Context: an optimization exercise on an open-source flow, tuned for small area. The choices shown serve that exercise and are no tape-out recipe.
Function was checked by simulation only, so behaviour that the tests miss may differ from the original.
Power is estimated from default activity; no workload was simulated.

<file path="design/flow/flow/run.sh">
#!/bin/bash
# The standard layout (the standard.sh: standard synthesis, floorplan, power grid,
# placement, CTS, routing) with two changes: the port buffers are the smallest buffer
# cell, and clock tree synthesis uses its own buffer list and sink clusters, without
# dummy loads. Each tool's output is in orfs/logs, make's in make.log.
set -euo pipefail
bash standard.sh \
  "BUFFER_PORTS_ARGS=-buffer_cell sky130_fd_sc_hd__buf_1" \
  "CTS_ARGS=-sink_clustering_enable -repair_clock_nets -dont_use_dummy_load -buf_list sky130_fd_sc_hd__clkbuf_8 -sink_clustering_size 16 -sink_clustering_max_diameter 60" \
  finish > make.log 2>&1
</file>
<file path="design/flow/standard.sh">
#!/bin/bash
# synth_recipe.tcl (not shown) runs the flow's synth.tcl, then flattens the netlist and writes it again
# the make line also repeats each setting of config.mk as NAME=value (left out here)
make -C /OpenROAD-flow-scripts/flow DESIGN_CONFIG=/design/flow/config.mk WORK_HOME=/design/flow/orfs CLKGATE_MAP_FILE= SYNTH_SCRIPT=/design/flow/synth_recipe.tcl "${@:-finish}"
</file>
<file path="design/flow/config.mk">
export PLATFORM = sky130hd
export DESIGN_NAME = video_frontend
export DESIGN_NICKNAME = video_frontend
export VERILOG_FILES = /design/flow/design.v
export SDC_FILE = /design/flow/constraint.sdc
export NUM_CORES = 4
export LEC_CHECK = 0
export CAP_MARGIN = 20
export CORE_MARGIN = 2
export CORE_UTILIZATION = 40
export GPL_TIMING_DRIVEN = 0
export SLEW_MARGIN = 20
</file>
<file path="design/flow/constraint.sdc">
create_clock -name core_clock -period 6.0 [get_ports {PCLK_i}]
set_input_delay 1.2000 -clock core_clock [delete_from_list [all_inputs] [get_ports {PCLK_i}]]
set_output_delay 1.2000 -clock core_clock [all_outputs]
set_load 0.01 [all_outputs]
</file>
<file path="design/flow/design.v">
package video_frontend_pkg;
    typedef logic [7:0] pixel_t;
    typedef logic [11:0] hcount_t;
    typedef logic [10:0] vcount_t;
    typedef enum logic {
        CSC_BT601 = 1'b0,
        CSC_BT709 = 1'b1
    } csc_std_e;
endpackage
`timescale 1ns/1ps
module sync_timing_decode (
    input  logic        PCLK_i,
    input  logic        rst_n_i,
    input  logic        hs_i,
    input  logic        vs_i,
    input  logic        hsync_pol_i,
    input  logic        vsync_pol_i,
    input  logic [11:0] h_synclen_i,
    input  logic [11:0] h_backporch_i,
    input  logic [11:0] h_active_i,
    input  logic [10:0] v_synclen_i,
    input  logic [10:0] v_backporch_i,
    input  logic [10:0] v_active_i,
    output logic        hsync_o,
    output logic        vsync_o,
    output logic        de_o,
    output logic [10:0] xpos_o,
    output logic [10:0] ypos_o,
    output logic        frame_change_o,
    output logic [10:0] lines_total_o
);
    logic [11:0] h_cnt;
    logic [10:0] v_cnt;
    logic        hs_np_q;
    logic        vs_np_q;
    logic        vs_pending;
    logic [4:0]  hsync_sr;
    logic [4:0]  vsync_sr;
    logic [4:0]  de_sr;
    logic [10:0] xpos_sr [5];
    logic [10:0] ypos_sr [5];
    wire hs_np       = hs_i ^ ~hsync_pol_i;
    wire vs_np       = vs_i ^ ~vsync_pol_i;
    wire line_start  = hs_np_q & ~hs_np;
    wire vs_fall     = vs_np_q & ~vs_np;
    wire frame_start = line_start & vs_pending;
    wire [11:0] h_inc = h_cnt + 12'd1;
    wire [10:0] v_inc = v_cnt + 11'd1;
    function automatic logic carry12(input logic [11:0] a, input logic [11:0] b, input logic cin);
        logic c;
        c = cin;
        for (int i = 0; i < 12; i++)
            c = (a[i] & b[i]) | (c & (a[i] | b[i]));
        carry12 = c;
    endfunction
    wire [11:0] h_start = h_synclen_i + h_backporch_i;
    wire [12:0] h_diff  = {1'b0, h_cnt} - {1'b0, h_start};
    wire [12:0] h_endc  = {1'b0, h_start} + {1'b0, h_active_i};
    wire        h_in    = ~h_diff[12] & ~carry12(h_start, h_active_i, 1'b0) & ~carry12(h_diff[11:0], ~h_active_i, 1'b1);
    wire [10:0] v_start = v_synclen_i + v_backporch_i;
    wire [11:0] v_diff  = {1'b0, v_cnt} - {1'b0, v_start};
    wire [11:0] v_endc  = {1'b0, v_start} + {1'b0, v_active_i};
    wire        v_in    = ~v_diff[11] & ~carry12({1'b0, v_start}, {1'b0, v_active_i}, 1'b0) & ~carry12({1'b0, v_diff[10:0]}, {1'b1, ~v_active_i}, 1'b1);
    always_ff @(posedge PCLK_i or negedge rst_n_i) begin
        if (!rst_n_i) begin
            hs_np_q        <= 1'b0;
            vs_np_q        <= 1'b0;
            vs_pending     <= 1'b0;
            h_cnt          <= '0;
            v_cnt          <= '0;
            hsync_sr       <= '1;
            vsync_sr       <= '1;
            de_sr          <= '0;
            frame_change_o <= 1'b0;
            lines_total_o  <= '0;
        end else begin
            hs_np_q        <= hs_np;
            vs_np_q        <= vs_np;
            frame_change_o <= frame_start;
            vs_pending     <= vs_fall | (vs_pending & ~frame_start);
            hsync_sr[4:1]  <= hsync_sr[3:0];
            vsync_sr[4:1]  <= vsync_sr[3:0];
            de_sr          <= {de_sr[3:0], h_in & v_in};
            if (line_start) begin
                h_cnt       <= '0;
                hsync_sr[0] <= 1'b0;
                if (vs_pending) begin
                    v_cnt         <= 11'd1;
                    lines_total_o <= v_cnt;
                    vsync_sr[0]   <= 1'b0;
                end else begin
                    v_cnt <= v_inc;
                    if (v_inc == v_synclen_i)
                        vsync_sr[0] <= 1'b1;
                end
            end else begin
                h_cnt <= h_inc;
                if (h_inc == h_synclen_i)
                    hsync_sr[0] <= 1'b1;
            end
        end
    end
    always_ff @(posedge PCLK_i) begin
        xpos_sr[0] <= h_diff[10:0];
        ypos_sr[0] <= v_diff[10:0];
        for (int i = 1; i < 5; i++) begin
            xpos_sr[i] <= xpos_sr[i-1];
            ypos_sr[i] <= ypos_sr[i-1];
        end
    end
    assign hsync_o = hsync_sr[4];
    assign vsync_o = vsync_sr[4];
    assign de_o    = de_sr[4];
    assign xpos_o  = xpos_sr[4];
    assign ypos_o  = ypos_sr[4];
endmodule
`timescale 1ns/1ps
module csc_pre (
    input  logic [7:0]    r,
    input  logic [7:0]    b,
    input  logic          std,
    output logic [2:0] gc
);
    wire g0_lo_w0 = (std ? ~r[2] : ~r[1]) ^ (std & ~r[0]) ^ 1'b1;
    wire g0_lo_w1 = ((std ? ~r[2] : ~r[1]) & (std & ~r[0])) | (1'b1 & ((std ? ~r[2] : ~r[1]) ^ (std & ~r[0])));
    wire g0_lo_w2 = (std ? ~r[3] : ~r[2]) ^ (std ? ~r[1] : ~r[0]) ^ 1'b1;
    wire g0_lo_w3 = ((std ? ~r[3] : ~r[2]) & (std ? ~r[1] : ~r[0])) | (1'b1 & ((std ? ~r[3] : ~r[2]) ^ (std ? ~r[1] : ~r[0])));
    wire g0_lo_w4 = (std ? ~r[4] : ~r[3]) ^ (std ? ~r[2] : ~r[1]) ^ g0_lo_w3;
    wire g0_lo_w5 = ((std ? ~r[4] : ~r[3]) & (std ? ~r[2] : ~r[1])) | (g0_lo_w3 & ((std ? ~r[4] : ~r[3]) ^ (std ? ~r[2] : ~r[1])));
    wire g0_lo_w6 = (std ? ~r[5] : ~r[4]) ^ (std ? ~r[3] : ~r[2]) ^ g0_lo_w5;
    wire g0_lo_w7 = ((std ? ~r[5] : ~r[4]) & (std ? ~r[3] : ~r[2])) | (g0_lo_w5 & ((std ? ~r[5] : ~r[4]) ^ (std ? ~r[3] : ~r[2])));
    wire g0_lo_w8 = ~r[0] ^ (std ? ~r[6] : ~r[5]) ^ (std ? ~r[4] : ~r[3]);
    wire g0_lo_w9 = (~r[0] & (std ? ~r[6] : ~r[5])) | ((std ? ~r[4] : ~r[3]) & (~r[0] ^ (std ? ~r[6] : ~r[5])));
    wire g0_lo_w10 = 1'b1 ^ g0_lo_w8 ^ g0_lo_w7;
    wire g0_lo_w11 = (1'b1 & g0_lo_w8) | (g0_lo_w7 & (1'b1 ^ g0_lo_w8));
    wire g0_lo_w12 = ~r[1] ^ (std ? ~r[7] : ~r[6]) ^ (std ? ~r[5] : ~r[4]);
    wire g0_lo_w13 = (~r[1] & (std ? ~r[7] : ~r[6])) | ((std ? ~r[5] : ~r[4]) & (~r[1] ^ (std ? ~r[7] : ~r[6])));
    wire g0_lo_w14 = std ^ g0_lo_w9 ^ g0_lo_w12;
    wire g0_lo_w15 = (std & g0_lo_w9) | (g0_lo_w12 & (std ^ g0_lo_w9));
    wire g0_lo_w16 = ~r[2] ^ (~std & ~r[7]) ^ (std ? ~r[6] : ~r[5]);
    wire g0_lo_w17 = (~r[2] & (~std & ~r[7])) | ((std ? ~r[6] : ~r[5]) & (~r[2] ^ (~std & ~r[7])));
    wire g0_lo_w18 = 1'b1 ^ g0_lo_w13 ^ g0_lo_w16;
    wire g0_lo_w19 = (1'b1 & g0_lo_w13) | (g0_lo_w16 & (1'b1 ^ g0_lo_w13));
    wire g0_lo_w20 = ~r[3] ^ (std ? ~r[7] : ~r[6]) ^ (~std & r[0]);
    wire g0_lo_w21 = (~r[3] & (std ? ~r[7] : ~r[6])) | ((~std & r[0]) & (~r[3] ^ (std ? ~r[7] : ~r[6])));
    wire g0_lo_w22 = ~std ^ g0_lo_w17 ^ g0_lo_w20;
    wire g0_lo_w23 = (~std & g0_lo_w17) | (g0_lo_w20 & (~std ^ g0_lo_w17));
    wire g0_lo_w24 = ~r[4] ^ r[0] ^ (~std & ~r[7]);
    wire g0_lo_w25 = (~r[4] & r[0]) | ((~std & ~r[7]) & (~r[4] ^ r[0]));
    wire g0_lo_w26 = (~std & r[1]) ^ std ^ g0_lo_w21;
    wire g0_lo_w27 = ((~std & r[1]) & std) | (g0_lo_w21 & ((~std & r[1]) ^ std));
    wire g0_lo_w28 = g0_lo_w24 ^ g0_lo_w23 ^ g0_lo_w26;
    wire g0_lo_w29 = (g0_lo_w24 & g0_lo_w23) | (g0_lo_w26 & (g0_lo_w24 ^ g0_lo_w23));
    wire g0_lo_w30 = g0_lo_w25 ^ g0_lo_w27 ^ g0_lo_w29;
    wire g0_lo_w31 = (g0_lo_w25 & g0_lo_w27) | (g0_lo_w29 & (g0_lo_w25 ^ g0_lo_w27));
    wire [11:0] g0_lo = {1'b0, g0_lo_w31, g0_lo_w30, g0_lo_w28, g0_lo_w19, g0_lo_w15, g0_lo_w14, g0_lo_w10, g0_lo_w6, g0_lo_w4, g0_lo_w1, g0_lo_w0} + {1'b0, 1'b0, 1'b0, 1'b0, g0_lo_w22, g0_lo_w18, g0_lo_w11, 1'b0, 1'b0, 1'b0, g0_lo_w2, 1'b0};
    wire g1_lo_w0 = (std ? ~b[5] : b[7]) ^ (std & ~b[2]) ^ ~std;
    wire g1_lo_w1 = ((std ? ~b[5] : b[7]) & (std & ~b[2])) | (~std & ((std ? ~b[5] : b[7]) ^ (std & ~b[2])));
    wire g1_lo_w2 = (std & ~b[6]) ^ (std & ~b[3]) ^ 1'b1;
    wire g1_lo_w3 = ((std & ~b[6]) & (std & ~b[3])) | (1'b1 & ((std & ~b[6]) ^ (std & ~b[3])));
    wire g1_lo_w4 = (std & ~b[7]) ^ (std & ~b[4]) ^ 1'b1;
    wire g1_lo_w5 = ((std & ~b[7]) & (std & ~b[4])) | (1'b1 & ((std & ~b[7]) ^ (std & ~b[4])));
    wire g1_lo_w6 = (std & ~b[5]) ^ 1'b1 ^ g1_lo_w5;
    wire g1_lo_w7 = ((std & ~b[5]) & 1'b1) | (g1_lo_w5 & ((std & ~b[5]) ^ 1'b1));
    wire g1_lo_w8 = (std ? ~b[6] : b[0]) ^ 1'b1 ^ g1_lo_w7;
    wire g1_lo_w9 = ((std ? ~b[6] : b[0]) & 1'b1) | (g1_lo_w7 & ((std ? ~b[6] : b[0]) ^ 1'b1));
    wire g1_lo_w10 = (std ? ~b[7] : b[1]) ^ (std ? ~b[0] : b[0]) ^ 1'b1;
    wire g1_lo_w11 = ((std ? ~b[7] : b[1]) & (std ? ~b[0] : b[0])) | (1'b1 & ((std ? ~b[7] : b[1]) ^ (std ? ~b[0] : b[0])));
    wire g1_lo_w12 = (~std & b[2]) ^ (std ? ~b[1] : b[1]) ^ 1'b1;
    wire g1_lo_w13 = ((~std & b[2]) & (std ? ~b[1] : b[1])) | (1'b1 & ((~std & b[2]) ^ (std ? ~b[1] : b[1])));
    wire g1_lo_w14 = b[0] ^ (~std & b[3]) ^ (std ? ~b[2] : b[2]);
    wire g1_lo_w15 = (b[0] & (~std & b[3])) | ((std ? ~b[2] : b[2]) & (b[0] ^ (~std & b[3])));
    wire g1_lo_w16 = 1'b1 ^ g1_lo_w13 ^ g1_lo_w14;
    wire g1_lo_w17 = (1'b1 & g1_lo_w13) | (g1_lo_w14 & (1'b1 ^ g1_lo_w13));
    wire g1_lo_w18 = b[1] ^ (~std & b[4]) ^ (std ? ~b[3] : b[3]);
    wire g1_lo_w19 = (b[1] & (~std & b[4])) | ((std ? ~b[3] : b[3]) & (b[1] ^ (~std & b[4])));
    wire g1_lo_w20 = 1'b1 ^ g1_lo_w15 ^ g1_lo_w18;
    wire g1_lo_w21 = (1'b1 & g1_lo_w15) | (g1_lo_w18 & (1'b1 ^ g1_lo_w15));
    wire [11:0] g1_lo = {1'b0, 1'b0, g1_lo_w19, g1_lo_w17, g1_lo_w16, g1_lo_w11, g1_lo_w10, g1_lo_w8, g1_lo_w6, g1_lo_w3, g1_lo_w1, g1_lo_w0} + {1'b0, 1'b0, g1_lo_w21, g1_lo_w20, 1'b0, g1_lo_w12, g1_lo_w9, 1'b0, 1'b0, g1_lo_w4, g1_lo_w2, 1'b0};
    assign gc = 3'(g0_lo[11:9]) + 3'(g1_lo[11:9]) - 3'd0;
endmodule
module csc_comb (
    input  logic [7:0]    r,
    input  logic [7:0]    y,
    input  logic [7:0]    b,
    input  logic          std,
    input  logic [2:0] gc,
    output logic [7:0]    r_o,
    output logic [7:0]    g_o,
    output logic [7:0]    b_o
);
    wire R_sum_w0 = (std ? r[6] : r[3]) ^ (std ? ~r[4] : ~r[0]) ^ 1'b1;
    wire R_sum_w1 = ((std ? r[6] : r[3]) & (std ? ~r[4] : ~r[0])) | (1'b1 & ((std ? r[6] : r[3]) ^ (std ? ~r[4] : ~r[0])));
    wire R_sum_w2 = (std ? r[7] : r[4]) ^ (std ? ~r[5] : ~r[1]) ^ (std & r[0]);
    wire R_sum_w3 = ((std ? r[7] : r[4]) & (std ? ~r[5] : ~r[1])) | ((std & r[0]) & ((std ? r[7] : r[4]) ^ (std ? ~r[5] : ~r[1])));
    wire R_sum_w4 = std ^ R_sum_w1 ^ R_sum_w2;
    wire R_sum_w5 = (std & R_sum_w1) | (R_sum_w2 & (std ^ R_sum_w1));
    wire R_sum_w6 = (~std & r[5]) ^ (std ? ~r[6] : ~r[2]) ^ (std & r[1]);
    wire R_sum_w7 = ((~std & r[5]) & (std ? ~r[6] : ~r[2])) | ((std & r[1]) & ((~std & r[5]) ^ (std ? ~r[6] : ~r[2])));
    wire R_sum_w8 = std ^ R_sum_w3 ^ R_sum_w6;
    wire R_sum_w9 = (std & R_sum_w3) | (R_sum_w6 & (std ^ R_sum_w3));
    wire R_sum_w10 = (~std & r[6]) ^ (std ? ~r[7] : ~r[3]) ^ (std ? r[2] : ~r[0]);
    wire R_sum_w11 = ((~std & r[6]) & (std ? ~r[7] : ~r[3])) | ((std ? r[2] : ~r[0]) & ((~std & r[6]) ^ (std ? ~r[7] : ~r[3])));
    wire R_sum_w12 = ~std ^ R_sum_w7 ^ R_sum_w10;
    wire R_sum_w13 = (~std & R_sum_w7) | (R_sum_w10 & (~std ^ R_sum_w7));
    wire R_sum_w14 = (~std & r[7]) ^ (~std & ~r[4]) ^ (std ? r[3] : ~r[1]);
    wire R_sum_w15 = ((~std & r[7]) & (~std & ~r[4])) | ((std ? r[3] : ~r[1]) & ((~std & r[7]) ^ (~std & ~r[4])));
    wire R_sum_w16 = (std ? r[0] : ~r[0]) ^ std ^ R_sum_w11;
    wire R_sum_w17 = ((std ? r[0] : ~r[0]) & std) | (R_sum_w11 & ((std ? r[0] : ~r[0]) ^ std));
    wire R_sum_w18 = R_sum_w14 ^ R_sum_w13 ^ R_sum_w16;
    wire R_sum_w19 = (R_sum_w14 & R_sum_w13) | (R_sum_w16 & (R_sum_w14 ^ R_sum_w13));
    wire R_sum_w20 = (~std & ~r[5]) ^ (std ? r[4] : ~r[2]) ^ (std ? r[1] : ~r[1]);
    wire R_sum_w21 = ((~std & ~r[5]) & (std ? r[4] : ~r[2])) | ((std ? r[1] : ~r[1]) & ((~std & ~r[5]) ^ (std ? r[4] : ~r[2])));
    wire R_sum_w22 = std ^ R_sum_w15 ^ R_sum_w20;
    wire R_sum_w23 = (std & R_sum_w15) | (R_sum_w20 & (std ^ R_sum_w15));
    wire R_sum_w24 = R_sum_w17 ^ R_sum_w22 ^ R_sum_w19;
    wire R_sum_w25 = (R_sum_w17 & R_sum_w22) | (R_sum_w19 & (R_sum_w17 ^ R_sum_w22));
    wire R_sum_w26 = (~std & ~r[6]) ^ (std ? r[5] : ~r[3]) ^ (std ? r[2] : ~r[2]);
    wire R_sum_w27 = ((~std & ~r[6]) & (std ? r[5] : ~r[3])) | ((std ? r[2] : ~r[2]) & ((~std & ~r[6]) ^ (std ? r[5] : ~r[3])));
    wire R_sum_w28 = std ^ R_sum_w21 ^ R_sum_w26;
    wire R_sum_w29 = (std & R_sum_w21) | (R_sum_w26 & (std ^ R_sum_w21));
    wire R_sum_w30 = R_sum_w23 ^ R_sum_w28 ^ R_sum_w25;
    wire R_sum_w31 = (R_sum_w23 & R_sum_w28) | (R_sum_w25 & (R_sum_w23 ^ R_sum_w28));
    wire R_sum_w32 = r[0] ^ (~std & ~r[7]) ^ (std ? r[6] : ~r[4]);
    wire R_sum_w33 = (r[0] & (~std & ~r[7])) | ((std ? r[6] : ~r[4]) & (r[0] ^ (~std & ~r[7])));
    wire R_sum_w34 = (std ? r[3] : ~r[3]) ^ 1'b1 ^ R_sum_w27;
    wire R_sum_w35 = ((std ? r[3] : ~r[3]) & 1'b1) | (R_sum_w27 & ((std ? r[3] : ~r[3]) ^ 1'b1));
    wire R_sum_w36 = R_sum_w32 ^ R_sum_w29 ^ R_sum_w34;
    wire R_sum_w37 = (R_sum_w32 & R_sum_w29) | (R_sum_w34 & (R_sum_w32 ^ R_sum_w29));
    wire R_sum_w38 = y[0] ^ r[1] ^ r[0];
    wire R_sum_w39 = (y[0] & r[1]) | (r[0] & (y[0] ^ r[1]));
    wire R_sum_w40 = (std ? r[7] : ~r[5]) ^ (std ? r[4] : ~r[4]) ^ ~std;
    wire R_sum_w41 = ((std ? r[7] : ~r[5]) & (std ? r[4] : ~r[4])) | (~std & ((std ? r[7] : ~r[5]) ^ (std ? r[4] : ~r[4])));
    wire R_sum_w42 = R_sum_w33 ^ R_sum_w38 ^ R_sum_w40;
    wire R_sum_w43 = (R_sum_w33 & R_sum_w38) | (R_sum_w40 & (R_sum_w33 ^ R_sum_w38));
    wire R_sum_w44 = R_sum_w35 ^ R_sum_w42 ^ R_sum_w37;
    wire R_sum_w45 = (R_sum_w35 & R_sum_w42) | (R_sum_w37 & (R_sum_w35 ^ R_sum_w42));
    wire R_sum_w46 = y[1] ^ r[2] ^ r[1];
    wire R_sum_w47 = (y[1] & r[2]) | (r[1] & (y[1] ^ r[2]));
    wire R_sum_w48 = (~std & ~r[6]) ^ (std ? r[5] : ~r[5]) ^ 1'b1;
    wire R_sum_w49 = ((~std & ~r[6]) & (std ? r[5] : ~r[5])) | (1'b1 & ((~std & ~r[6]) ^ (std ? r[5] : ~r[5])));
    wire R_sum_w50 = R_sum_w39 ^ R_sum_w41 ^ R_sum_w46;
    wire R_sum_w51 = (R_sum_w39 & R_sum_w41) | (R_sum_w46 & (R_sum_w39 ^ R_sum_w41));
    wire R_sum_w52 = R_sum_w48 ^ R_sum_w43 ^ R_sum_w50;
    wire R_sum_w53 = (R_sum_w48 & R_sum_w43) | (R_sum_w50 & (R_sum_w48 ^ R_sum_w43));
    wire R_sum_w54 = y[2] ^ r[3] ^ r[2];
    wire R_sum_w55 = (y[2] & r[3]) | (r[2] & (y[2] ^ r[3]));
    wire R_sum_w56 = (~std & ~r[7]) ^ (std ? r[6] : ~r[6]) ^ std;
    wire R_sum_w57 = ((~std & ~r[7]) & (std ? r[6] : ~r[6])) | (std & ((~std & ~r[7]) ^ (std ? r[6] : ~r[6])));
    wire R_sum_w58 = R_sum_w47 ^ R_sum_w49 ^ R_sum_w54;
    wire R_sum_w59 = (R_sum_w47 & R_sum_w49) | (R_sum_w54 & (R_sum_w47 ^ R_sum_w49));
    wire R_sum_w60 = R_sum_w56 ^ R_sum_w51 ^ R_sum_w58;
    wire R_sum_w61 = (R_sum_w56 & R_sum_w51) | (R_sum_w58 & (R_sum_w56 ^ R_sum_w51));
    wire R_sum_w62 = y[3] ^ r[4] ^ r[3];
    wire R_sum_w63 = (y[3] & r[4]) | (r[3] & (y[3] ^ r[4]));
    wire R_sum_w64 = (std ? r[7] : ~r[7]) ^ R_sum_w55 ^ R_sum_w57;
    wire R_sum_w65 = ((std ? r[7] : ~r[7]) & R_sum_w55) | (R_sum_w57 & ((std ? r[7] : ~r[7]) ^ R_sum_w55));
    wire R_sum_w66 = R_sum_w62 ^ R_sum_w59 ^ R_sum_w64;
    wire R_sum_w67 = (R_sum_w62 & R_sum_w59) | (R_sum_w64 & (R_sum_w62 ^ R_sum_w59));
    wire R_sum_w68 = y[4] ^ r[5] ^ r[4];
    wire R_sum_w69 = (y[4] & r[5]) | (r[4] & (y[4] ^ r[5]));
    wire R_sum_w70 = 1'b1 ^ R_sum_w63 ^ R_sum_w68;
    wire R_sum_w71 = (1'b1 & R_sum_w63) | (R_sum_w68 & (1'b1 ^ R_sum_w63));
    wire R_sum_w72 = R_sum_w65 ^ R_sum_w70 ^ R_sum_w67;
    wire R_sum_w73 = (R_sum_w65 & R_sum_w70) | (R_sum_w67 & (R_sum_w65 ^ R_sum_w70));
    wire R_sum_w74 = y[5] ^ r[6] ^ r[5];
    wire R_sum_w75 = (y[5] & r[6]) | (r[5] & (y[5] ^ r[6]));
    wire R_sum_w76 = 1'b1 ^ R_sum_w69 ^ R_sum_w74;
    wire R_sum_w77 = (1'b1 & R_sum_w69) | (R_sum_w74 & (1'b1 ^ R_sum_w69));
    wire R_sum_w78 = R_sum_w71 ^ R_sum_w76 ^ R_sum_w73;
    wire R_sum_w79 = (R_sum_w71 & R_sum_w76) | (R_sum_w73 & (R_sum_w71 ^ R_sum_w76));
    wire R_sum_w80 = y[6] ^ r[7] ^ r[6];
    wire R_sum_w81 = (y[6] & r[7]) | (r[6] & (y[6] ^ r[7]));
    wire R_sum_w82 = R_sum_w75 ^ R_sum_w80 ^ R_sum_w77;
    wire R_sum_w83 = (R_sum_w75 & R_sum_w80) | (R_sum_w77 & (R_sum_w75 ^ R_sum_w80));
    wire R_sum_w84 = y[7] ^ r[7] ^ R_sum_w81;
    wire R_sum_w85 = (y[7] & r[7]) | (R_sum_w81 & (y[7] ^ r[7]));
    wire [23:0] R_sum = {1'b1, 1'b1, R_sum_w84, R_sum_w82, R_sum_w78, R_sum_w72, R_sum_w61, R_sum_w53, R_sum_w52, R_sum_w44, R_sum_w36, R_sum_w30, R_sum_w24, R_sum_w18, R_sum_w9, R_sum_w5, R_sum_w4, R_sum_w0, 1'b0, 1'b0, 1'b0, 1'b0, 1'b0, 1'b0} + {1'b0, R_sum_w85, R_sum_w83, R_sum_w79, 1'b0, 1'b0, R_sum_w66, R_sum_w60, R_sum_w45, 1'b0, R_sum_w31, 1'b0, 1'b0, 1'b0, R_sum_w12, R_sum_w8, 1'b0, 1'b0, 1'b0, 1'b0, 1'b0, 1'b0, 1'b0, 1'b0};
    wire [9:0] R_s = R_sum[23:14];
    wire G_sum_w0 = y[0] ^ r[5] ^ ~r[1];
    wire G_sum_w1 = (y[0] & r[5]) | (~r[1] & (y[0] ^ r[5]));
    wire G_sum_w2 = (~std & ~r[2]) ^ ~b[2] ^ (~std & ~b[5]);
    wire G_sum_w3 = ((~std & ~r[2]) & ~b[2]) | ((~std & ~b[5]) & ((~std & ~r[2]) ^ ~b[2]));
    wire G_sum_w4 = (std ? b[4] : ~b[4]) ^ ~gc[0] ^ 1'b1;
    wire G_sum_w5 = ((std ? b[4] : ~b[4]) & ~gc[0]) | (1'b1 & ((std ? b[4] : ~b[4]) ^ ~gc[0]));
    wire G_sum_w6 = G_sum_w0 ^ G_sum_w2 ^ G_sum_w4;
    wire G_sum_w7 = (G_sum_w0 & G_sum_w2) | (G_sum_w4 & (G_sum_w0 ^ G_sum_w2));
    wire G_sum_w8 = y[1] ^ r[6] ^ ~r[2];
    wire G_sum_w9 = (y[1] & r[6]) | (~r[2] & (y[1] ^ r[6]));
    wire G_sum_w10 = (~std & ~r[3]) ^ ~b[3] ^ (~std & ~b[6]);
    wire G_sum_w11 = ((~std & ~r[3]) & ~b[3]) | ((~std & ~b[6]) & ((~std & ~r[3]) ^ ~b[3]));
    wire G_sum_w12 = (std ? b[5] : ~b[5]) ^ ~gc[1] ^ std;
    wire G_sum_w13 = ((std ? b[5] : ~b[5]) & ~gc[1]) | (std & ((std ? b[5] : ~b[5]) ^ ~gc[1]));
    wire G_sum_w14 = G_sum_w1 ^ G_sum_w3 ^ G_sum_w5;
    wire G_sum_w15 = (G_sum_w1 & G_sum_w3) | (G_sum_w5 & (G_sum_w1 ^ G_sum_w3));
    wire G_sum_w16 = G_sum_w8 ^ G_sum_w10 ^ G_sum_w12;
    wire G_sum_w17 = (G_sum_w8 & G_sum_w10) | (G_sum_w12 & (G_sum_w8 ^ G_sum_w10));
    wire G_sum_w18 = G_sum_w7 ^ G_sum_w14 ^ G_sum_w16;
    wire G_sum_w19 = (G_sum_w7 & G_sum_w14) | (G_sum_w16 & (G_sum_w7 ^ G_sum_w14));
    wire G_sum_w20 = y[2] ^ r[7] ^ ~r[3];
    wire G_sum_w21 = (y[2] & r[7]) | (~r[3] & (y[2] ^ r[7]));
    wire G_sum_w22 = (~std & ~r[4]) ^ ~b[4] ^ (~std & ~b[7]);
    wire G_sum_w23 = ((~std & ~r[4]) & ~b[4]) | ((~std & ~b[7]) & ((~std & ~r[4]) ^ ~b[4]));
    wire G_sum_w24 = (std ? b[6] : ~b[6]) ^ ~gc[2] ^ G_sum_w9;
    wire G_sum_w25 = ((std ? b[6] : ~b[6]) & ~gc[2]) | (G_sum_w9 & ((std ? b[6] : ~b[6]) ^ ~gc[2]));
    wire G_sum_w26 = G_sum_w11 ^ G_sum_w13 ^ G_sum_w20;
    wire G_sum_w27 = (G_sum_w11 & G_sum_w13) | (G_sum_w20 & (G_sum_w11 ^ G_sum_w13));
    wire G_sum_w28 = G_sum_w22 ^ G_sum_w15 ^ G_sum_w17;
    wire G_sum_w29 = (G_sum_w22 & G_sum_w15) | (G_sum_w17 & (G_sum_w22 ^ G_sum_w15));
    wire G_sum_w30 = G_sum_w24 ^ G_sum_w26 ^ G_sum_w19;
    wire G_sum_w31 = (G_sum_w24 & G_sum_w26) | (G_sum_w19 & (G_sum_w24 ^ G_sum_w26));
    wire G_sum_w32 = y[3] ^ ~r[4] ^ (~std & ~r[5]);
    wire G_sum_w33 = (y[3] & ~r[4]) | ((~std & ~r[5]) & (y[3] ^ ~r[4]));
    wire G_sum_w34 = ~b[5] ^ (std ? b[7] : ~b[7]) ^ G_sum_w21;
    wire G_sum_w35 = (~b[5] & (std ? b[7] : ~b[7])) | (G_sum_w21 & (~b[5] ^ (std ? b[7] : ~b[7])));
    wire G_sum_w36 = G_sum_w23 ^ G_sum_w32 ^ G_sum_w25;
    wire G_sum_w37 = (G_sum_w23 & G_sum_w32) | (G_sum_w25 & (G_sum_w23 ^ G_sum_w32));
    wire G_sum_w38 = G_sum_w27 ^ G_sum_w34 ^ G_sum_w29;
    wire G_sum_w39 = (G_sum_w27 & G_sum_w34) | (G_sum_w29 & (G_sum_w27 ^ G_sum_w34));
    wire G_sum_w40 = G_sum_w36 ^ G_sum_w31 ^ G_sum_w38;
    wire G_sum_w41 = (G_sum_w36 & G_sum_w31) | (G_sum_w38 & (G_sum_w36 ^ G_sum_w31));
    wire G_sum_w42 = y[4] ^ ~r[5] ^ (~std & ~r[6]);
    wire G_sum_w43 = (y[4] & ~r[5]) | ((~std & ~r[6]) & (y[4] ^ ~r[5]));
    wire G_sum_w44 = ~b[6] ^ 1'b1 ^ G_sum_w33;
    wire G_sum_w45 = (~b[6] & 1'b1) | (G_sum_w33 & (~b[6] ^ 1'b1));
    wire G_sum_w46 = G_sum_w42 ^ G_sum_w35 ^ G_sum_w44;
    wire G_sum_w47 = (G_sum_w42 & G_sum_w35) | (G_sum_w44 & (G_sum_w42 ^ G_sum_w35));
    wire G_sum_w48 = G_sum_w37 ^ G_sum_w46 ^ G_sum_w39;
    wire G_sum_w49 = (G_sum_w37 & G_sum_w46) | (G_sum_w39 & (G_sum_w37 ^ G_sum_w46));
    wire G_sum_w50 = y[5] ^ ~r[6] ^ (~std & ~r[7]);
    wire G_sum_w51 = (y[5] & ~r[6]) | ((~std & ~r[7]) & (y[5] ^ ~r[6]));
    wire G_sum_w52 = ~b[7] ^ ~std ^ G_sum_w43;
    wire G_sum_w53 = (~b[7] & ~std) | (G_sum_w43 & (~b[7] ^ ~std));
    wire G_sum_w54 = G_sum_w50 ^ G_sum_w45 ^ G_sum_w52;
    wire G_sum_w55 = (G_sum_w50 & G_sum_w45) | (G_sum_w52 & (G_sum_w50 ^ G_sum_w45));
    wire G_sum_w56 = G_sum_w47 ^ G_sum_w54 ^ G_sum_w49;
    wire G_sum_w57 = (G_sum_w47 & G_sum_w54) | (G_sum_w49 & (G_sum_w47 ^ G_sum_w54));
    wire G_sum_w58 = y[6] ^ ~r[7] ^ ~std;
    wire G_sum_w59 = (y[6] & ~r[7]) | (~std & (y[6] ^ ~r[7]));
    wire G_sum_w60 = G_sum_w51 ^ G_sum_w58 ^ G_sum_w53;
    wire G_sum_w61 = (G_sum_w51 & G_sum_w58) | (G_sum_w53 & (G_sum_w51 ^ G_sum_w58));
    wire G_sum_w62 = G_sum_w55 ^ G_sum_w60 ^ G_sum_w57;
    wire G_sum_w63 = (G_sum_w55 & G_sum_w60) | (G_sum_w57 & (G_sum_w55 ^ G_sum_w60));
    wire G_sum_w64 = y[7] ^ std ^ G_sum_w59;
    wire G_sum_w65 = (y[7] & std) | (G_sum_w59 & (y[7] ^ std));
    wire G_sum_w66 = G_sum_w64 ^ G_sum_w61 ^ G_sum_w63;
    wire G_sum_w67 = (G_sum_w64 & G_sum_w61) | (G_sum_w63 & (G_sum_w64 ^ G_sum_w61));
    wire G_sum_w68 = 1'b1 ^ G_sum_w65 ^ G_sum_w67;
    wire G_sum_w69 = (1'b1 & G_sum_w65) | (G_sum_w67 & (1'b1 ^ G_sum_w65));
    wire [9:0] G_sum = {1'b1, G_sum_w68, G_sum_w66, G_sum_w62, G_sum_w56, G_sum_w41, G_sum_w40, G_sum_w28, G_sum_w18, G_sum_w6} + {G_sum_w69, 1'b0, 1'b0, 1'b0, 1'b0, G_sum_w48, 1'b0, G_sum_w30, 1'b0, 1'b0};
    wire [9:0] G_s = G_sum;
    wire B_sum_w0 = (std ? b[5] : ~b[3]) ^ (std & ~b[0]) ^ 1'b1;
    wire B_sum_w1 = ((std ? b[5] : ~b[3]) & (std & ~b[0])) | (1'b1 & ((std ? b[5] : ~b[3]) ^ (std & ~b[0])));
    wire B_sum_w2 = (std ? b[6] : ~b[4]) ^ (std ? ~b[1] : b[0]) ^ B_sum_w1;
    wire B_sum_w3 = ((std ? b[6] : ~b[4]) & (std ? ~b[1] : b[0])) | (B_sum_w1 & ((std ? b[6] : ~b[4]) ^ (std ? ~b[1] : b[0])));
    wire B_sum_w4 = (std ? b[7] : ~b[5]) ^ (std ? ~b[2] : b[1]) ^ (std ? ~b[0] : b[0]);
    wire B_sum_w5 = ((std ? b[7] : ~b[5]) & (std ? ~b[2] : b[1])) | ((std ? ~b[0] : b[0]) & ((std ? b[7] : ~b[5]) ^ (std ? ~b[2] : b[1])));
    wire B_sum_w6 = (~std & ~b[6]) ^ (std ? ~b[3] : b[2]) ^ (std ? ~b[1] : b[1]);
    wire B_sum_w7 = ((~std & ~b[6]) & (std ? ~b[3] : b[2])) | ((std ? ~b[1] : b[1]) & ((~std & ~b[6]) ^ (std ? ~b[3] : b[2])));
    wire B_sum_w8 = (~std & ~b[7]) ^ (std ? ~b[4] : b[3]) ^ (std ? ~b[2] : b[2]);
    wire B_sum_w9 = ((~std & ~b[7]) & (std ? ~b[4] : b[3])) | ((std ? ~b[2] : b[2]) & ((~std & ~b[7]) ^ (std ? ~b[4] : b[3])));
    wire B_sum_w10 = ~std ^ B_sum_w7 ^ B_sum_w8;
    wire B_sum_w11 = (~std & B_sum_w7) | (B_sum_w8 & (~std ^ B_sum_w7));
    wire B_sum_w12 = (std ? ~b[5] : b[4]) ^ (std ? ~b[3] : b[3]) ^ (std & ~b[0]);
    wire B_sum_w13 = ((std ? ~b[5] : b[4]) & (std ? ~b[3] : b[3])) | ((std & ~b[0]) & ((std ? ~b[5] : b[4]) ^ (std ? ~b[3] : b[3])));
    wire B_sum_w14 = 1'b1 ^ B_sum_w9 ^ B_sum_w12;
    wire B_sum_w15 = (1'b1 & B_sum_w9) | (B_sum_w12 & (1'b1 ^ B_sum_w9));
    wire B_sum_w16 = (std ? ~b[6] : b[5]) ^ (std ? ~b[4] : b[4]) ^ (std ? ~b[1] : ~b[0]);
    wire B_sum_w17 = ((std ? ~b[6] : b[5]) & (std ? ~b[4] : b[4])) | ((std ? ~b[1] : ~b[0]) & ((std ? ~b[6] : b[5]) ^ (std ? ~b[4] : b[4])));
    wire B_sum_w18 = B_sum_w13 ^ B_sum_w16 ^ B_sum_w15;
    wire B_sum_w19 = (B_sum_w13 & B_sum_w16) | (B_sum_w15 & (B_sum_w13 ^ B_sum_w16));
    wire B_sum_w20 = (std ? ~b[7] : b[6]) ^ (std ? ~b[5] : b[5]) ^ (std ? ~b[2] : ~b[1]);
    wire B_sum_w21 = ((std ? ~b[7] : b[6]) & (std ? ~b[5] : b[5])) | ((std ? ~b[2] : ~b[1]) & ((std ? ~b[7] : b[6]) ^ (std ? ~b[5] : b[5])));
    wire B_sum_w22 = std ^ B_sum_w17 ^ B_sum_w20;
    wire B_sum_w23 = (std & B_sum_w17) | (B_sum_w20 & (std ^ B_sum_w17));
    wire B_sum_w24 = y[0] ^ (~std & b[7]) ^ (std ? ~b[6] : b[6]);
    wire B_sum_w25 = (y[0] & (~std & b[7])) | ((std ? ~b[6] : b[6]) & (y[0] ^ (~std & b[7])));
    wire B_sum_w26 = (std ? ~b[3] : ~b[2]) ^ 1'b1 ^ B_sum_w21;
    wire B_sum_w27 = ((std ? ~b[3] : ~b[2]) & 1'b1) | (B_sum_w21 & ((std ? ~b[3] : ~b[2]) ^ 1'b1));
    wire B_sum_w28 = B_sum_w24 ^ B_sum_w23 ^ B_sum_w26;
    wire B_sum_w29 = (B_sum_w24 & B_sum_w23) | (B_sum_w26 & (B_sum_w24 ^ B_sum_w23));
    wire B_sum_w30 = y[1] ^ b[0] ^ (std ? ~b[7] : b[7]);
    wire B_sum_w31 = (y[1] & b[0]) | ((std ? ~b[7] : b[7]) & (y[1] ^ b[0]));
    wire B_sum_w32 = (std ? ~b[4] : ~b[3]) ^ B_sum_w25 ^ B_sum_w30;
    wire B_sum_w33 = ((std ? ~b[4] : ~b[3]) & B_sum_w25) | (B_sum_w30 & ((std ? ~b[4] : ~b[3]) ^ B_sum_w25));
    wire B_sum_w34 = B_sum_w27 ^ B_sum_w32 ^ B_sum_w29;
    wire B_sum_w35 = (B_sum_w27 & B_sum_w32) | (B_sum_w29 & (B_sum_w27 ^ B_sum_w32));
    wire B_sum_w36 = y[2] ^ b[1] ^ (std ? ~b[5] : ~b[4]);
    wire B_sum_w37 = (y[2] & b[1]) | ((std ? ~b[5] : ~b[4]) & (y[2] ^ b[1]));
    wire B_sum_w38 = 1'b1 ^ B_sum_w31 ^ B_sum_w36;
    wire B_sum_w39 = (1'b1 & B_sum_w31) | (B_sum_w36 & (1'b1 ^ B_sum_w31));
    wire B_sum_w40 = B_sum_w33 ^ B_sum_w38 ^ B_sum_w35;
    wire B_sum_w41 = (B_sum_w33 & B_sum_w38) | (B_sum_w35 & (B_sum_w33 ^ B_sum_w38));
    wire B_sum_w42 = y[3] ^ b[2] ^ (std ? ~b[6] : ~b[5]);
    wire B_sum_w43 = (y[3] & b[2]) | ((std ? ~b[6] : ~b[5]) & (y[3] ^ b[2]));
    wire B_sum_w44 = 1'b1 ^ B_sum_w37 ^ B_sum_w42;
    wire B_sum_w45 = (1'b1 & B_sum_w37) | (B_sum_w42 & (1'b1 ^ B_sum_w37));
    wire B_sum_w46 = B_sum_w39 ^ B_sum_w44 ^ B_sum_w41;
    wire B_sum_w47 = (B_sum_w39 & B_sum_w44) | (B_sum_w41 & (B_sum_w39 ^ B_sum_w44));
    wire B_sum_w48 = y[4] ^ b[3] ^ (std ? ~b[7] : ~b[6]);
    wire B_sum_w49 = (y[4] & b[3]) | ((std ? ~b[7] : ~b[6]) & (y[4] ^ b[3]));
    wire B_sum_w50 = ~std ^ B_sum_w43 ^ B_sum_w48;
    wire B_sum_w51 = (~std & B_sum_w43) | (B_sum_w48 & (~std ^ B_sum_w43));
    wire B_sum_w52 = B_sum_w45 ^ B_sum_w50 ^ B_sum_w47;
    wire B_sum_w53 = (B_sum_w45 & B_sum_w50) | (B_sum_w47 & (B_sum_w45 ^ B_sum_w50));
    wire B_sum_w54 = y[5] ^ b[4] ^ (~std & ~b[7]);
    wire B_sum_w55 = (y[5] & b[4]) | ((~std & ~b[7]) & (y[5] ^ b[4]));
    wire B_sum_w56 = std ^ B_sum_w49 ^ B_sum_w54;
    wire B_sum_w57 = (std & B_sum_w49) | (B_sum_w54 & (std ^ B_sum_w49));
    wire B_sum_w58 = B_sum_w51 ^ B_sum_w56 ^ B_sum_w53;
    wire B_sum_w59 = (B_sum_w51 & B_sum_w56) | (B_sum_w53 & (B_sum_w51 ^ B_sum_w56));
    wire B_sum_w60 = y[6] ^ b[5] ^ 1'b1;
    wire B_sum_w61 = (y[6] & b[5]) | (1'b1 & (y[6] ^ b[5]));
    wire B_sum_w62 = B_sum_w55 ^ B_sum_w60 ^ B_sum_w57;
    wire B_sum_w63 = (B_sum_w55 & B_sum_w60) | (B_sum_w57 & (B_sum_w55 ^ B_sum_w60));
    wire B_sum_w64 = y[7] ^ b[6] ^ 1'b1;
    wire B_sum_w65 = (y[7] & b[6]) | (1'b1 & (y[7] ^ b[6]));
    wire B_sum_w66 = B_sum_w61 ^ B_sum_w64 ^ B_sum_w63;
    wire B_sum_w67 = (B_sum_w61 & B_sum_w64) | (B_sum_w63 & (B_sum_w61 ^ B_sum_w64));
    wire B_sum_w68 = b[7] ^ B_sum_w65 ^ B_sum_w67;
    wire B_sum_w69 = (b[7] & B_sum_w65) | (B_sum_w67 & (b[7] ^ B_sum_w65));
    wire [22:0] B_sum = {1'b1, B_sum_w68, B_sum_w66, B_sum_w62, B_sum_w58, B_sum_w52, B_sum_w46, B_sum_w40, B_sum_w34, B_sum_w28, B_sum_w22, B_sum_w18, B_sum_w11, B_sum_w10, B_sum_w5, B_sum_w4, B_sum_w2, B_sum_w0, 1'b0, 1'b0, 1'b0, 1'b0, 1'b0} + {B_sum_w69, 1'b0, 1'b0, B_sum_w59, 1'b0, 1'b0, 1'b0, 1'b0, 1'b0, 1'b0, B_sum_w19, 1'b0, B_sum_w14, 1'b0, B_sum_w6, B_sum_w3, 1'b0, 1'b0, 1'b0, 1'b0, 1'b0, 1'b0, 1'b0};
    wire [9:0] B_s = B_sum[22:13];
    function automatic logic [7:0] clamp_sum(input logic [9:0] s);
        if (s[9])
            clamp_sum = 8'h00;
        else if (s[8])
            clamp_sum = 8'hFF;
        else
            clamp_sum = s[7:0];
    endfunction
    assign r_o = clamp_sum(R_s);
    assign g_o = clamp_sum(G_s);
    assign b_o = clamp_sum(B_s);
endmodule
module csc_execute (
    input  logic       PCLK_i,
    input  logic [7:0] r_i,
    input  logic [7:0] g_i,
    input  logic [7:0] b_i,
    input  logic       csc_enable_i,
    input  logic       csc_std_i,
    output logic [7:0] r_o,
    output logic [7:0] g_o,
    output logic [7:0] b_o
);
    logic [7:0]    r_s1, g_s1, b_s1;
    logic          en_s1, std_s1;
    logic [2:0] gc, gc_s1;
    logic [7:0]    r_c, g_c, b_c;
    logic [23:0]   px_sr [4];
    csc_pre csc_pre_inst (
        .r(r_i), .b(b_i), .std(csc_std_i), .gc(gc)
    );
    csc_comb csc_comb_inst (
        .r(r_s1), .y(g_s1), .b(b_s1), .std(std_s1), .gc(gc_s1),
        .r_o(r_c), .g_o(g_c), .b_o(b_c)
    );
    always_ff @(posedge PCLK_i) begin
        {r_s1, g_s1, b_s1, en_s1, std_s1, gc_s1} <= {r_i, g_i, b_i, csc_enable_i, csc_std_i, gc};
        px_sr[0] <= en_s1 ? {r_c, g_c, b_c} : {r_s1, g_s1, b_s1};
        for (int i = 1; i < 4; i++)
            px_sr[i] <= px_sr[i-1];
    end
    assign {r_o, g_o, b_o} = px_sr[3];
endmodule
`timescale 1ns/1ps
module video_frontend (
    input  logic         PCLK_i,
    input  logic         rst_n_i,
    input  logic [7:0]   r_i,
    input  logic [7:0]   g_i,
    input  logic [7:0]   b_i,
    input  logic         hs_i,
    input  logic         vs_i,
    input  logic         hsync_pol_i,
    input  logic         vsync_pol_i,
    input  logic         csc_enable_i,
    input  logic         csc_std_i,
    input  logic [11:0]  h_total_i,
    input  logic [11:0]  h_active_i,
    input  logic [11:0]  h_synclen_i,
    input  logic [11:0]  h_backporch_i,
    input  logic [10:0]  v_active_i,
    input  logic [10:0]  v_synclen_i,
    input  logic [10:0]  v_backporch_i,
    output logic [7:0]   r_o,
    output logic [7:0]   g_o,
    output logic [7:0]   b_o,
    output logic         hsync_o,
    output logic         vsync_o,
    output logic         de_o,
    output logic [10:0]  xpos_o,
    output logic [10:0]  ypos_o,
    output logic [10:0]  lines_total_o,
    output logic         frame_change_o
);
    sync_timing_decode sync_timing_decode_inst (
        .PCLK_i         (PCLK_i),
        .rst_n_i        (rst_n_i),
        .hs_i           (hs_i),
        .vs_i           (vs_i),
        .hsync_pol_i    (hsync_pol_i),
        .vsync_pol_i    (vsync_pol_i),
        .h_synclen_i    (h_synclen_i),
        .h_backporch_i  (h_backporch_i),
        .h_active_i     (h_active_i),
        .v_synclen_i    (v_synclen_i),
        .v_backporch_i  (v_backporch_i),
        .v_active_i     (v_active_i),
        .hsync_o        (hsync_o),
        .vsync_o        (vsync_o),
        .de_o           (de_o),
        .xpos_o         (xpos_o),
        .ypos_o         (ypos_o),
        .frame_change_o (frame_change_o),
        .lines_total_o  (lines_total_o)
    );
    csc_execute csc_execute_inst (
        .PCLK_i       (PCLK_i),
        .r_i          (r_i),
        .g_i          (g_i),
        .b_i          (b_i),
        .csc_enable_i (csc_enable_i),
        .csc_std_i    (csc_std_i),
        .r_o          (r_o),
        .g_o          (g_o),
        .b_o          (b_o)
    );
endmodule
</file>
==> impl_metrics.yaml, run 1 <==
logic_synthesis:
  seq_area_frac_synth_pct: 40.5
  synthCells: 1402
  ys_async_sr_fraction_pct: 18.4
  netlist_area_sq_um: 14900
  syn_nets: 1742
  ys_ff_latch: 288
  synth.top_cells.by_area: "dfxtp_1 32%, fa_1 15%, ha_1 9.8%"
  synth-edff-count: 0
  synth.most_common_cell: "dfxtp_1"
  yosys.area.top_type_share_pct: 31.5
  synth_top_cell_by_area: "dfxtp_1"
  ys_warn_count: 6
  syn_area_per_cell_sq_um: 10.6
  synth_ff_type: "dfxtp_1"
  synthTopCellsByCount: "235 x dfxtp_1, 222 x inv_1, 117 x ha_1, 110 x fa_1, 68 x nand2_1"
  ys_types: 84
cts:
  clk_pin_slew_ps: 90
  htreeDepth: 1
  clk_path_buf_depth: 3
  cts_buffers: 27
  cts.sinks: 288
  clkLatencyLatePin_ps: 560
  root_buffer: "clkbuf_8"
  cts_tree: "yes"
floorplan:
  initial_utilization_pct: 40.7
  die_x_um: 197
  coreArea_sq_um: 36700
  die_h_um: 197
  rows: 70
  die_area_sq_um: 38900
  io_pins: 174
flow_run:
  maxCapViolations: 0
grt:
  globalRouteTotalUtil_pct: 16.2
  grt_start_max_net_pins: 33
  grt_pass1_wl_um: 50500
  grt_pass1_vias: 10179
  grt_overflow_total: 0
  antenna_found_initial: 0
timing:
  maxSlewViolCount: 0
  fmax_ghz: 0.172
  setup_ws_ps: 189
  finalSetupViolations: 0
  skew_ps: 43.0
  tightest_slew_ps: 849
  min_period_ps: 5810
  fin_crit_sh_pct: 96.8
  maxSlewHeadroom_pct: 42.6
  finalHoldViolations: 0
finish:
  nFillCells: 3537
  drive_gt1_share_pct: 5.76
  area_growth_pct: 11.2
  insertedDiodeCount: 0
  nets: 1938
placement:
  hpwl_um: 25100
  io_buffers: 160
  detailedPlace.worstSlack_ps: -649
  gp_congestion: 0.845
critical_path:
  path_max_fanout: 15
  r2r_slack_ps: 190
  r2r-end: "csc_execute_inst.px_sr[0][1]$_DFF_P_"
  r2r-start: "csc_execute_inst.std_s1$_DFF_P_"
  cp-start-kind: "register"
  cp-end-kind: "register"
  critPathArrivalTime_ps: 6320
  setup.worst_path.class: "register to register"
  required_ps: 6510
  r2r_cells: 19
worst_hold_path:
  hold_start: "csc_execute_inst.px_sr[0][17]$_DFF_P_"
  hold_path_class: "register to register"
  min_to: "csc_execute_inst.px_sr[1][17]$_DFF_P_"
  worstHoldPathCells: 0
power_and_ir_drop:
  p_comb_share_pct: 40.7
  p_sw_uw: 2200
  p_seq_share_pct: 43.9
  power_frac_clock_pct: 15.5
  swShare_pct: 35.2
  powerDensity_nw_per_um2: 377
  finalPower_uw: 6260
  leakagePower_uw: 0.00746
  ir_drop_v: 0.000217
  internal_power_uw: 4050
route:
  drc: 0
  first_iter_violations: 499
  avgRoutedWirePerCell_um: 15.1
  via_per_inst: 4.87
  postRouteAntennaNets: 0
  first_pass_iters: 5
  drt_wl_total_um: 31100
  vias: 10052
run_status:
  status: "finished clean"
[routing by layer]
layer	track usage (%)	wire length [um]	part of all wire, %	vias to the layer above
met4	4.48	680	2.2	0
met2	25.7	13700	44	217
met1	22.6	15000	48	4746
met3	3.12	1670	5.4	42
met5	0	0	0	-
li1	-	-	-	5047
[worst max-delay path by stage]
stage / startpoint / end / slack [ps] / cells after the start
6_report: csc_execute_inst.std_s1$_DFF_P_ / csc_execute_inst.px_sr[0][1]$_DFF_P_ / 190 / 19
5_1_grt: csc_execute_inst.std_s1$_DFF_P_ / csc_execute_inst.px_sr[0][6]$_DFF_P_ / -20 / 19
4_1_cts: csc_execute_inst.std_s1$_DFF_P_ / csc_execute_inst.px_sr[0][1]$_DFF_P_ / 10 / 19
3_5_place_dp: csc_execute_inst.std_s1$_DFF_P_ / csc_execute_inst.px_sr[0][1]$_DFF_P_ / -650 / 19
3_3_place_gp: csc_execute_inst.std_s1$_DFF_P_ / csc_execute_inst.px_sr[0][0]$_DFF_P_ / -580 / 19
2_1_floorplan: csc_execute_inst.std_s1$_DFF_P_ / csc_execute_inst.px_sr[0][2]$_DFF_P_ / 130 / 19
[flip-flops by register name, summed over array words and instances (netlist names), 3 cells and up]
name                                   cells
csc_execute_inst.b_s1                      8
sync_timing_decode_inst.vsync_sr           5
csc_execute_inst.px_sr                    96
sync_timing_decode_inst.ypos_sr           55
csc_execute_inst.g_s1                      8
sync_timing_decode_inst.hsync_sr           5
sync_timing_decode_inst.h_cnt             12
sync_timing_decode_inst.lines_total_o     11
sync_timing_decode_inst.de_sr              5
csc_execute_inst.r_s1                      8
csc_execute_inst.gc_s1                     3
sync_timing_decode_inst.xpos_sr           55
sync_timing_decode_inst.v_cnt             11
[power by group through the flow]
stage,registers [uW],logic (uW),clock network (uW)
after global placement,2780,2460,0
final,2750,2550,967
after detailed placement,2800,2530,0
after floorplan,2810,1830,0
after global routing,2810,2910,1100
after CTS,2760,2550,1030
[critical path: stages, from the launching register on]
cell,delay [ps]
dfxtp_4,360
buf_6,150
clkinvlp_4,160
buf_12,190
ha_1,310
inv_1,70
fa_1,550
fa_1,180
inv_1,60
fa_1,430
fa_1,400
fa_1,410
fa_1,400
fa_1,390
fa_1,500
and4_1,250
a31oi_1,160
or3_1,420
a21oi_4,220
a22o_1,160
[kinds of logic after synthesis]
kind of cell | after synthesis | synth area share (%)
compound gates | 272 | 12.8
xor+xnor | 102 | 6.04
fa+ha+maj | 233 | 25.0
buf+inv | 247 | 6.32
flops | 288 | 40.5
mux | 21 | 1.50
simple gates | 239 | 7.93
[cell type report]
class | instances | area [sq um] | area share [%]
Clock buffer | 27 | 372 | 2.24
Sequential cell | 288 | 6050 | 36.4
Buffer | 24 | 123 | 0.739
Timing Repair Buffer | 167 | 684 | 4.12
Inverter | 223 | 841 | 5.07
Multi-Input combinational cell | 867 | 7950 | 47.9
Tap cell | 468 | 586 | 3.53
[stage by stage]
stage               util, %  instances  instance area [sq um]  hold WS (ps)  TNS, ps
floorplan                 -       1402                  14900           310        0
global placement       43.9       2030                  16100           310    -5750
detailed placement     44.0       2031                  16100           312    -6590
CTS                    45.0       2058                  16500           292        0
global route           45.2       2064                  16600           286    -89.5
finish                 45.2       2064                  16600           292        0
[layout by cell type (no fill, tap or decap), drive strengths merged, types with 52 or more instances in the layout]
master    n
nand2    68
nor2     62
a21oi    52
fa      110
xnor2    58
ha      117
inv     221
dfxtp   235
o21ai    66
buf     171
[what timing repair did]
item	4_1_cts	5_1_grt
hold buffers	0	0
setup endpoints to repair	21	9
gates resized for setup	5	3
cloned	0	1
setup buffers	0	5
pin swaps	0	2
==> run 2, diff against run 1 <==
--- a/design/flow/flow/run.sh
+++ b/design/flow/flow/run.sh
@@ -6,5 +6,5 @@
 set -euo pipefail
 bash standard.sh \
   "BUFFER_PORTS_ARGS=-buffer_cell sky130_fd_sc_hd__buf_1" \
-  "CTS_ARGS=-sink_clustering_enable -repair_clock_nets -dont_use_dummy_load -buf_list sky130_fd_sc_hd__clkbuf_8 -sink_clustering_size 16 -sink_clustering_max_diameter 60" \
+  "CTS_ARGS=-sink_clustering_enable -repair_clock_nets -dont_use_dummy_load -buf_list sky130_fd_sc_hd__clkbuf_8 -sink_clustering_size 22 -sink_clustering_max_diameter 60" \
   finish > make.log 2>&1
==> run 2 against run 1 <==
Synthesized cell count is the same. Count of clock-buffer cells in the layout down 2. Critical path depth unchanged. Global-route usage is 0.062 points lower. Setup slack better by 16 ps. Cell area shrank 0.46%. Clock power fell by 2.7%.
==> impl_metrics.yaml, run 2 <==
placement:
  hpwl_um: 25100
  io_buffers: 160
  place_area_sq_um: 16100
  gp_congestion: 0.845
  detailedPlace.worstSlack_ps: -649
timing:
  setup_ws_ps: 205
  fmax_ghz: 0.173
  min_period_ps: 5790
  skew_ps: 125
  finalHoldViolations: 0
  finalSetupViolations: 0
  hold_ws_ps: 274
  tightest_slew_ps: 848
  maxSlewHeadroom_pct: 42.8
  maxSlewViolCount: 0
  fin_crit_sh_pct: 96.6
  timing.setup.tns_ps: 0
route:
  drt_wl_total_um: 31000
  avgRoutedWirePerCell_um: 15.0
  first_iter_violations: 463
  first_pass_iters: 5
  postRouteAntennaNets: 0
  drc: 0
  vias: 9998
  via_per_inst: 4.86
cts:
  cts_buffers: 25
  htreeDepth: 1
  clkLatencyLatePin_ps: 620
  cts_tree: "yes"
  clk_pin_slew_ps: 120
  root_buffer: "clkbuf_8"
  ctsHoldBuffers: 0
  cts.sinks: 288
  clk_path_buf_depth: 3
logic_synthesis:
  ys_ff_latch: 288
  netlist_area_sq_um: 14900
  syn_nets: 1742
  yosys.area.top_type_share_pct: 31.5
  synthCells: 1402
  synth.top_cells.by_area: "dfxtp_1 32%, fa_1 15%, ha_1 9.8%"
  ys_async_sr_fraction_pct: 18.4
  seq_area_frac_synth_pct: 40.5
  synth_top_cell_by_area: "dfxtp_1"
  synthTopCellsByCount: "235 x dfxtp_1, 222 x inv_1, 117 x ha_1, 110 x fa_1, 68 x nand2_1"
  synth_ff_type: "dfxtp_1"
  syn_area_per_cell_sq_um: 10.6
  ys_warn_count: 6
  synth.most_common_cell: "dfxtp_1"
  synth-edff-count: 0
  ys_types: 84
critical_path:
  cp_num_cells: 19
  path_max_fanout: 29
  cp-end-kind: "register"
  critical-path-slowest-cell: "fa_1"
  critPathArrivalTime_ps: 6300
  r2r_cells: 19
  cp-start-kind: "register"
  critPathBufInv: 5
  cpMostUsedCell: "fa_1"
  required_ps: 6510
  slowest_delay_ps: 550
  critPathTopFamily: "adder cells"
  worstPathCellList: "buf_6 -> inv_1 -> buf_8 -> ha_1 -> inv_1 -> fa_1 -> fa_1 -> inv_1 -> fa_1 -> fa_1 -> fa_1 -> fa_1 -> fa_1 -> fa_1 -> and4_1 -> a31oi_1 -> or3_1 -> a21oi_4 -> a22o_1"
  setup.worst_path.class: "register to register"
grt:
  grt_pass1_wl_um: 50400
  antenna_found_initial: 0
  grt_pass1_vias: 10103
  grt_overflow_total: 0
  grt_start_max_net_pins: 33
  globalRouteTotalUtil_pct: 16.1
power_and_ir_drop:
  powerDensity_nw_per_um2: 377
  p_sw_uw: 2200
  p_seq_share_pct: 44.1
  swShare_pct: 35.4
  ir_drop_v: 0.000278
  leakagePower_uw: 0.00742
  internal_power_uw: 4020
  p_comb_share_pct: 40.8
  power_frac_clock_pct: 15.1
finish:
  drive_gt1_share_pct: 5.41
  top_regs: "csc_execute_inst.px_sr (96), sync_timing_decode_inst.xpos_sr (55), sync_timing_decode_inst.ypos_sr (55)"
  final_cell_mix: "234 x dfxtp_1, 222 x inv_1, 160 x buf_1, 117 x ha_1, 110 x fa_1"
  area_growth_pct: 10.7
  largest_reg_flops: 96
  fin_area_sq_um: 16500
  insertedDiodeCount: 0
  nets: 1933
  top_register: "csc_execute_inst.px_sr"
  final_common_cell: "dfxtp_1"
flow_run:
  maxCapViolations: 0
floorplan:
  die_h_um: 197
  coreArea_sq_um: 36700
  rows: 70
  io_pins: 174
  initial_utilization_pct: 40.7
  die_area_sq_um: 38900
  die_x_um: 197
worst_hold_path:
  hold_path_class: "register to register"
  worstHoldPathCells: 0
run_status:
  status: "finished clean"
[run 2: cell count changes in the layout (fill, tap and decap cells not counted)]
cell | before | now
clkbuf_8 | 27 | 25
buf_8 | 0 | 1
clkinvlp_4 | 1 | 0
clkbuf_16 | 1 | 0
buf_12 | 2 | 1
inv_1 | 221 | 222
buf_4 | 5 | 3
[run 2: metrics by stage]
step | power [uW] | utilization [%] | std cells
after CTS | 6300 | 45.0 | 2056
after global placement | 5250 | 43.9 | 2030
after floorplan | 4650 | - | 1402
final | 6220 | 45.0 | 2059
after global routing | 6780 | 45.0 | 2059
after detailed placement | 5330 | 44.0 | 2031
[run 2: power groups by stage]
stage | Combinational, uW | Sequential [uW] | Clock [uW]
4_1_cts | 2550 | 2760 | 992
6_report | 2540 | 2740 | 941
2_1_floorplan | 1830 | 2810 | 0
3_3_place_gp | 2460 | 2780 | 0
5_1_grt | 2900 | 2810 | 1060
3_5_place_dp | 2530 | 2800 | 0
[run 2: layer usage]
layer	vias up	wire [um]	GRT usage, %
li1	5039	-	-
met1	4695	15000	22.6
met2	223	13600	25.7
met3	41	1740	3.11
met4	0	591	4.15
met5	-	0	0
[run 2: kinds of logic (layout without fill, tap and decap cells)]
group                    after synthesis  in the layout  share of synthesized area (%)
buffers and inverters                247            436                           6.32
AND/OR/NAND/NOR                      239            239                           7.93
AO/OA/AOI/OAI                        272            272                           12.8
XOR/XNOR                             102            102                           6.04
flip-flops                           288            288                           40.5
adder cells (fa/ha/maj)              233            233                           25.0
multiplexers                          21             21                           1.50
[run 2: layout make-up]
| class | instances | area (sq um) |
|---|---|---|
| multi-input combinational | 867 | 7950 |
| timing repair buffer | 164 | 644 |
| clock buffer | 25 | 344 |
| fill | 3549 | 20200 |
| tap | 468 | 586 |
| buffer | 24 | 118 |
| inverter | 223 | 837 |
| sequential | 288 | 6050 |
[run 2: timing repair]
item | in CTS | in global routing
setup endpoints to repair | 17 | 8
setup buffers | 0 | 3
resized for setup | 5 | 1
endpoints found under the hold margin | 0 | 0
pin swaps | 0 | 2
[run 2: path summary, 6_finish.rpt]
path / startpoint / to / slack [ps]
min reg2reg: sync_timing_decode_inst.xpos_sr[1][2]$_DFF_P_ / sync_timing_decode_inst.xpos_sr[2][2]$_DFF_P_ / 270
max in group asynchronous: rst_n_i / sync_timing_decode_inst.vsync_sr[0]$_DFFE_PN1P_ / 4720
min in group asynchronous: rst_n_i / sync_timing_decode_inst.de_sr[2]$_DFF_PN0_ / 580
min: sync_timing_decode_inst.xpos_sr[1][2]$_DFF_P_ / sync_timing_decode_inst.xpos_sr[2][2]$_DFF_P_ / 270
max reg2reg: csc_execute_inst.std_s1$_DFF_P_ / csc_execute_inst.px_sr[0][1]$_DFF_P_ / 210
max: csc_execute_inst.std_s1$_DFF_P_ / csc_execute_inst.px_sr[0][1]$_DFF_P_ / 210
[run 2: worst reg2reg max path: stages, from the launching register on]
cell	delay, ps
dfxtp_4	360
buf_6	140
inv_1	120
buf_8	220
ha_1	350
inv_1	70
fa_1	550
fa_1	180
inv_1	60
fa_1	430
fa_1	400
fa_1	410
fa_1	400
fa_1	390
fa_1	510
and4_1	250
a31oi_1	160
or3_1	420
a21oi_4	220
a22o_1	160
==> run 3, diff against run 2 <==
--- a/design/flow/flow/run.sh
+++ b/design/flow/flow/run.sh
@@ -6,5 +6,5 @@
 set -euo pipefail
 bash standard.sh \
   "BUFFER_PORTS_ARGS=-buffer_cell sky130_fd_sc_hd__buf_1" \
-  "CTS_ARGS=-sink_clustering_enable -repair_clock_nets -dont_use_dummy_load -buf_list sky130_fd_sc_hd__clkbuf_8 -sink_clustering_size 22 -sink_clustering_max_diameter 60" \
+  "CTS_ARGS=-sink_clustering_enable -repair_clock_nets -dont_use_dummy_load -buf_list sky130_fd_sc_hd__clkbuf_4 -sink_clustering_size 10 -sink_clustering_max_diameter 50" \
   finish > make.log 2>&1
==> run 3 against run 2 <==
Register-to-register slack hardly changed. Count of clock-buffer cells in the layout grew 15. Area after synthesis did not move. Cell area barely moved. Maximum frequency increased by 0.19%. Synthesized cell count did not move. Routed wire length increased by 1.6%.
==> impl_metrics.yaml, run 3 <==
finish:
  top_regs: "csc_execute_inst.px_sr (96), sync_timing_decode_inst.xpos_sr (55), sync_timing_decode_inst.ypos_sr (55)"
  final_cell_mix: "234 x dfxtp_1, 221 x inv_1, 160 x buf_1, 116 x ha_1, 110 x fa_1"
  largest_reg_flops: 96
  drive_gt1_share_pct: 6.53
  utilization_pct: 45.0
cts:
  htreeDepth: 2
  clk_pin_slew_ps: 90
  cts_buffers: 40
  clk_path_buf_depth: 3
  clkLatencyLatePin_ps: 710
  cts.sinks: 288
  root_buffer: "clkbuf_4"
grt:
  grt_overflow_total: 0
  antenna_found_initial: 1
  grt_pass1_vias: 10279
logic_synthesis:
  synth-edff-count: 0
  synthCells: 1402
  synthTopCellsByCount: "235 x dfxtp_1, 222 x inv_1, 117 x ha_1, 110 x fa_1, 68 x nand2_1"
  ys_async_sr_fraction_pct: 18.4
  yosys.area.top_type_share_pct: 31.5
  ys_warn_count: 6
  synth.top_cells.by_area: "dfxtp_1 32%, fa_1 15%, ha_1 9.8%"
  synth_top_cell_by_area: "dfxtp_1"
run_status:
  status: "finished clean"
floorplan:
  die_h_um: 197
  rows: 70
  coreArea_sq_um: 36700
  die_area_sq_um: 38900
  initial_utilization_pct: 40.7
timing:
  min_period_ps: 5780
  fmax_ghz: 0.173
  skew_ps: 93.2
  setup_ws_ps: 216
  finalSetupViolations: 0
  hold_ws_ps: 283
  fin_crit_sh_pct: 96.4
  finalHoldViolations: 0
critical_path:
  r2r_cells: 19
  r2r_slack_ps: 220
  path_max_fanout: 15
  cp-start-kind: "register"
  r2r-start: "csc_execute_inst.std_s1$_DFF_P_"
route:
  first_iter_violations: 525
  via_per_inst: 4.86
  postRouteAntennaNets: 0
placement:
  gp_congestion: 0.845
  hpwl_um: 25100
power_and_ir_drop:
  leakagePower_uw: 0.00744
flow_run:
  maxCapViolations: 0
==> run 3: cell counts after synthesis <==
Identical to the previous run, type by type.
==> run 3: routing by layer <==
layer | GRT usage, % | share of wire (%)
met1 | 22.6 | 47
met2 | 25.8 | 45
met3 | 3.65 | 5.6
met4 | 5.90 | 2.3
met5 | 0 | 0
==> run 3: kinds of logic (layout without fill, tap and decap cells) <==
group,Yosys count,in the layout,synth area share (%)
other cells,0,1,0
buf+inv,247,452,6.32
xor+xnor,102,102,6.04
flops,288,288,40.5
mux,21,21,1.50
compound gates,272,272,12.8
simple gates,239,239,7.93
fa+ha+maj,233,233,25.0
==> run 3: final cells by class <==
| class | instances | area [sq um] |
|---|---|---|
| multi-input cells | 867 | 7960 |
| diodes | 1 | 2.50 |
| fillers | 3561 | 20200 |
| repair buffers | 165 | 669 |
| clock buffers | 40 | 300 |
| well taps | 468 | 586 |
| plain buffers | 24 | 123 |
| flip-flops and latches | 288 | 6050 |
| inverters | 223 | 841 |
==> run 3: how the worst min path moves through the flow <==
stage          cells after the start  slack (ps)                                             to                                           from
3_3_place_gp                       0         310  sync_timing_decode_inst.xpos_sr[1][2]$_DFF_P_  sync_timing_decode_inst.xpos_sr[0][2]$_DFF_P_
5_1_grt                            0         270  sync_timing_decode_inst.xpos_sr[1][1]$_DFF_P_  sync_timing_decode_inst.xpos_sr[0][1]$_DFF_P_
3_5_place_dp                       0         310          csc_execute_inst.px_sr[2][19]$_DFF_P_          csc_execute_inst.px_sr[1][19]$_DFF_P_
6_report                           0         280  sync_timing_decode_inst.xpos_sr[1][1]$_DFF_P_  sync_timing_decode_inst.xpos_sr[0][1]$_DFF_P_
2_1_floorplan                      0         310           csc_execute_inst.px_sr[1][0]$_DFF_P_           csc_execute_inst.px_sr[0][0]$_DFF_P_
4_1_cts                            0         280  sync_timing_decode_inst.xpos_sr[1][1]$_DFF_P_  sync_timing_decode_inst.xpos_sr[0][1]$_DFF_P_
==> run 3: per-stage QoR <==
step / total power [uW] / cells / instance area, sq um / TNS [ps]
after floorplan: 4650 / 1402 / 14900 / 0
after global placement: 5250 / 2030 / 16100 / -5750
after detailed placement: 5330 / 2031 / 16100 / -6590
after CTS: 6280 / 2072 / 16500 / 0
after global routing: 6760 / 2076 / 16500 / 0
final: 6190 / 2076 / 16500 / 0
==> run 3: report_power, final <==
group / switching [uW] / internal (uW)
Sequential: 183 / 2560
Combinational: 1450 / 1100
Clock: 580 / 306
==> run 3: repair_timing <==
action	CTS	global route
pin swaps	0	2
endpoints found under the setup margin	21	7
setup buffers	1	2
resized for setup	5	5
cloned	0	1
==> run 3: critical path, cell delays in order (launching register included) <==
cell and delay (ps):
dfxtp_4 350, buf_6 140, clkinvlp_4 160, buf_12 190, ha_1 310, inv_1 70, fa_1 550, fa_1 180
inv_1 60, fa_1 430, fa_1 400, fa_1 410, fa_1 400, fa_1 390, fa_1 500, and4_1 250
a31oi_1 160, or3_4 410, a21oi_4 210, a22o_1 160
